This design comes from an exercise in tuning for small area, a short achievable clock period and few clock cycles per item on the open sky130 flow, not from production work.
At most, simulation tests tie the RTL to the original design; equivalence was not proved.

Setup of old:
## lfu_cache_lru_tiebreak_top
module lfu_cache_lru_tiebreak_top (
  input  logic                          clk,
  input  logic                          rst,
  input  logic                          start,
  output logic                          busy,
  input  logic                          func,
  input  logic signed [31:0]            lookup_key,
  input  logic signed [31:0]            store_value,
  output logic                          done,
  output logic                          hit,
  output logic signed [31:0]            read_value,
  input  logic                          capacity_we,
  input  logic [lfulru_pkg::CAP_W-1:0]  capacity_in_use
);
For scale: about 1400 flip-flops, roughly 110 I/O pins, ~0.058 mm2 of cells after synthesis.
==> module lfulru_engine, before the edit <==
module lfulru_engine (
  input  logic                             clk,
  input  logic                             rst,
  input  logic                             start,
  input  logic                             func,
  input  logic [lfulru_pkg::KEY_W-1:0]     lookup_key,
  input  logic [lfulru_pkg::DATA_W-1:0]    store_value,
  input  logic [lfulru_pkg::CNT_W-1:0]     cap_eff,
  output logic                             busy,
  output logic                             done,
  output logic                             hit,
  output logic [lfulru_pkg::DATA_W-1:0]    read_value
);
  localparam int N  = lfulru_pkg::SLOTS;
  localparam int UW = lfulru_pkg::USES_W;
  logic                          op_vld;
  logic                          op_func;
  logic [lfulru_pkg::KEY_W-1:0]  op_key;
  logic [lfulru_pkg::DATA_W-1:0] op_value;
  logic                          busy_q;
  logic [N-1:0]                  match_r;      
  logic                          hit_p;        
  logic                          done_r;
  logic                          hit_r;
  logic [lfulru_pkg::DATA_W-1:0] rdata_r;
  logic [N-1:0]                  valid;
  logic [lfulru_pkg::KEY_W-1:0]  keys  [N];
  logic [lfulru_pkg::DATA_W-1:0] vals  [N];
  logic [UW-1:0]                 uses  [N];
  logic [N-1:0]                  ord   [N];    
  logic [lfulru_pkg::CNT_W-1:0]  entries;
  logic [N-1:0]                  match;
  logic [N-1:0]                  raw_match;
  logic                          eq_prev;
  logic                          hit_c;
  logic [UW-1:0]                 m_uses;
  logic [lfulru_pkg::DATA_W-1:0] m_data;
  logic [N-1:0]                  victim;
  logic [N-1:0]                  free_s;
  logic [N-1:0]                  tgt;
  logic [N-1:0]                  we;
  logic [N-1:0]                  lt;           
  logic [UW-1:0]                 u_new;
  logic                          cap_zero;
  logic                          at_cap;
  logic                          is_put;
  logic                          do_ins;
  logic                          do_use;
  assign busy     = busy_q;
  assign done     = done_r;
  assign is_put   = (op_func == lfulru_pkg::FUNC_PUT);
  assign cap_zero = (cap_eff == '0);
  assign at_cap   = (entries >= cap_eff);
  always_comb begin
    for (int i = 0; i < N; i++) begin
      raw_match[i] = valid[i] && (keys[i] == lookup_key);
    end
  end
  assign eq_prev = (lookup_key == op_key);
  always_comb begin
    if (eq_prev && do_ins) begin
      match = tgt;
    end else begin
      match = raw_match & ~(tgt & {N{do_ins}});
    end
  end
  assign hit_c = hit_p;
  always_comb begin
    m_uses = '0;
    m_data = '0;
    for (int i = 0; i < N; i++) begin
      m_uses = m_uses | (uses[i] & {UW{match_r[i]}});
      m_data = m_data | (vals[i] & {lfulru_pkg::DATA_W{match_r[i]}});
    end
  end
  always_comb begin
    for (int i = 0; i < N; i++) begin
      victim[i] = valid[i];
      for (int j = 0; j < N; j++) begin
        if (j < i) begin
          victim[i] = victim[i] & (!ord[j][i] | !valid[j]);
        end else if (j > i) begin
          victim[i] = victim[i] & (ord[i][j] | !valid[j]);
        end
      end
    end
  end
  always_comb begin
    for (int i = 0; i < N; i++) begin
      free_s[i] = !valid[i];
      for (int j = 0; j < i; j++) begin
        free_s[i] = free_s[i] & valid[j];
      end
    end
  end
  assign do_ins = op_vld && is_put && !hit_c && !cap_zero;
  assign do_use = op_vld && (is_put ? !cap_zero : hit_c);
  always_comb begin
    if (hit_c) begin
      tgt = match_r;
    end else if (at_cap) begin
      tgt = victim;
    end else begin
      tgt = free_s;
    end
    we = tgt & {N{do_use}};
  end
  always_comb begin
    if (do_ins) begin
      u_new = UW'(1);
    end else if (m_uses == '1) begin
      u_new = m_uses;
    end else begin
      u_new = m_uses + UW'(1);
    end
  end
  always_comb begin
    for (int k = 0; k < N; k++) begin
      lt[k] = (u_new < uses[k]);
    end
  end
  always_ff @(posedge clk) begin
    if (rst) begin
      op_vld  <= 1'b0;
      done_r  <= 1'b0;
      busy_q  <= 1'b1;
      valid   <= '0;
      entries <= '0;
    end else begin
      op_vld <= start && !busy_q;
      done_r <= op_vld;
      busy_q <= 1'b0;
      if (do_ins) begin
        valid <= valid | tgt;
        if (!at_cap) begin
          entries <= entries + lfulru_pkg::CNT_W'(1);
        end
      end
    end
  end
  always_ff @(posedge clk) begin
    op_func  <= func;
    op_key   <= lookup_key;
    op_value <= store_value;
    match_r  <= match;
    hit_p    <= |match;
    hit_r    <= hit_c;
    rdata_r  <= is_put ? '0 : (m_data | {lfulru_pkg::DATA_W{!hit_c}});
  end
  always_ff @(posedge clk) begin
    for (int i = 0; i < N; i++) begin
      if (we[i]) begin
        uses[i] <= u_new;
        if (is_put) begin
          vals[i] <= op_value;
        end
        if (do_ins) begin
          keys[i] <= op_key;
        end
      end
      for (int j = i + 1; j < N; j++) begin
        if (we[i]) begin
          ord[i][j] <= lt[j];
        end else if (we[j]) begin
          ord[i][j] <= !lt[i];
        end
      end
    end
  end
  assign hit        = hit_r;
  assign read_value = rdata_r;
endmodule
clock: 6.0 ns
lec_check: 0
cap_margin: 20
core_margin: 2
core_utilization: 40
place_density: 0.6
slew_margin: 20
run.sh (not shown) runs the stock make flow with config.mk's settings and CLKGATE_MAP_FILE= SYNTH_SCRIPT=/design/flow/synth_recipe.tcl, a recipe that flattens the netlist after the stock synthesis.
> inputs changed (old -> new)
diff --git a/flow/design.v b/flow/design.v
--- a/flow/design.v
+++ b/flow/design.v
@@ -30,7 +30,6 @@
   logic [lfulru_pkg::DATA_W-1:0] op_value;
   logic                          busy_q;
   logic [N-1:0]                  match_r;      
-  logic                          hit_p;        
   logic                          done_r;
   logic                          hit_r;
   logic [lfulru_pkg::DATA_W-1:0] rdata_r;
@@ -75,7 +74,7 @@
       match = raw_match & ~(tgt & {N{do_ins}});
     end
   end
-  assign hit_c = hit_p;
+  assign hit_c = |match_r;
   always_comb begin
     m_uses = '0;
     m_data = '0;
@@ -127,7 +126,11 @@
   end
   always_comb begin
     for (int k = 0; k < N; k++) begin
-      lt[k] = (u_new < uses[k]);
+      if (do_ins) begin
+        lt[k] = (uses[k] > UW'(1));
+      end else begin
+        lt[k] = (uses[k] != '0) && (m_uses < (uses[k] - UW'(1)));
+      end
     end
   end
   always_ff @(posedge clk) begin
@@ -154,7 +157,6 @@
     op_key   <= lookup_key;
     op_value <= store_value;
     match_r  <= match;
-    hit_p    <= |match;
     hit_r    <= hit_c;
     rdata_r  <= is_put ? '0 : (m_data | {lfulru_pkg::DATA_W{!hit_c}});
   end
==> comparison <==
Of new and old, it is new that has the lower combinational share of power.
In new, the portion of the post-synthesis area used by sequential elements came out 3.4 points below the value in old.
Delta (new minus old): post-layout minimum cycle time lost 0.36 ns; number of antenna repair diodes picked up an extra 2; mean area per synthesized cell lost 1.1%.
new vs. old: setup slack rose 0.36 ns, worst hold slack fell 0.0054 ns, pin count of the biggest net entering global routing fell about 34%, final cell count rose 292, sequential share of cell area fell 2.2 points.
Testbench counts of new, summed over its fixed seeds: cycles 4,816, items 4,800.
The RTL of old was laid out without a check of its function.

## re-timing with driven ports
No port has a modelled driver above. Below, the same layouts with a new extraction and two added sets of constraints. Step 1, drivers: a clkbuf_16 drives clk and a buf_2 each remaining input, both assumed. Step 2, shift: input delay + t, output delay - t, t = (earliest + latest rising clock arrival at the registers) / 2. This alone moves slack from input paths to output paths. a / b / c = ideal ports / drivers / drivers and shift; a / b = the first two.
run | t (ns) | setup WS [ns] | hold slack, ns | worst slew at a driven data input, ns | cell pins on the clock port's net
old | 0.861 | 0.926 / 0.926 / 0.926 | 0.422 / 0.422 / 0.422 | 0.06 | 1
new | 0.877 | 1.287 / 1.287 / 1.002 | 0.416 / 0.416 / 0.416 | 0.05 | 1
After both steps every run listed still meets setup and hold. The setup slack of new, which loses most, moves by 0.000 ns with the drivers and by -0.285 ns with both steps.
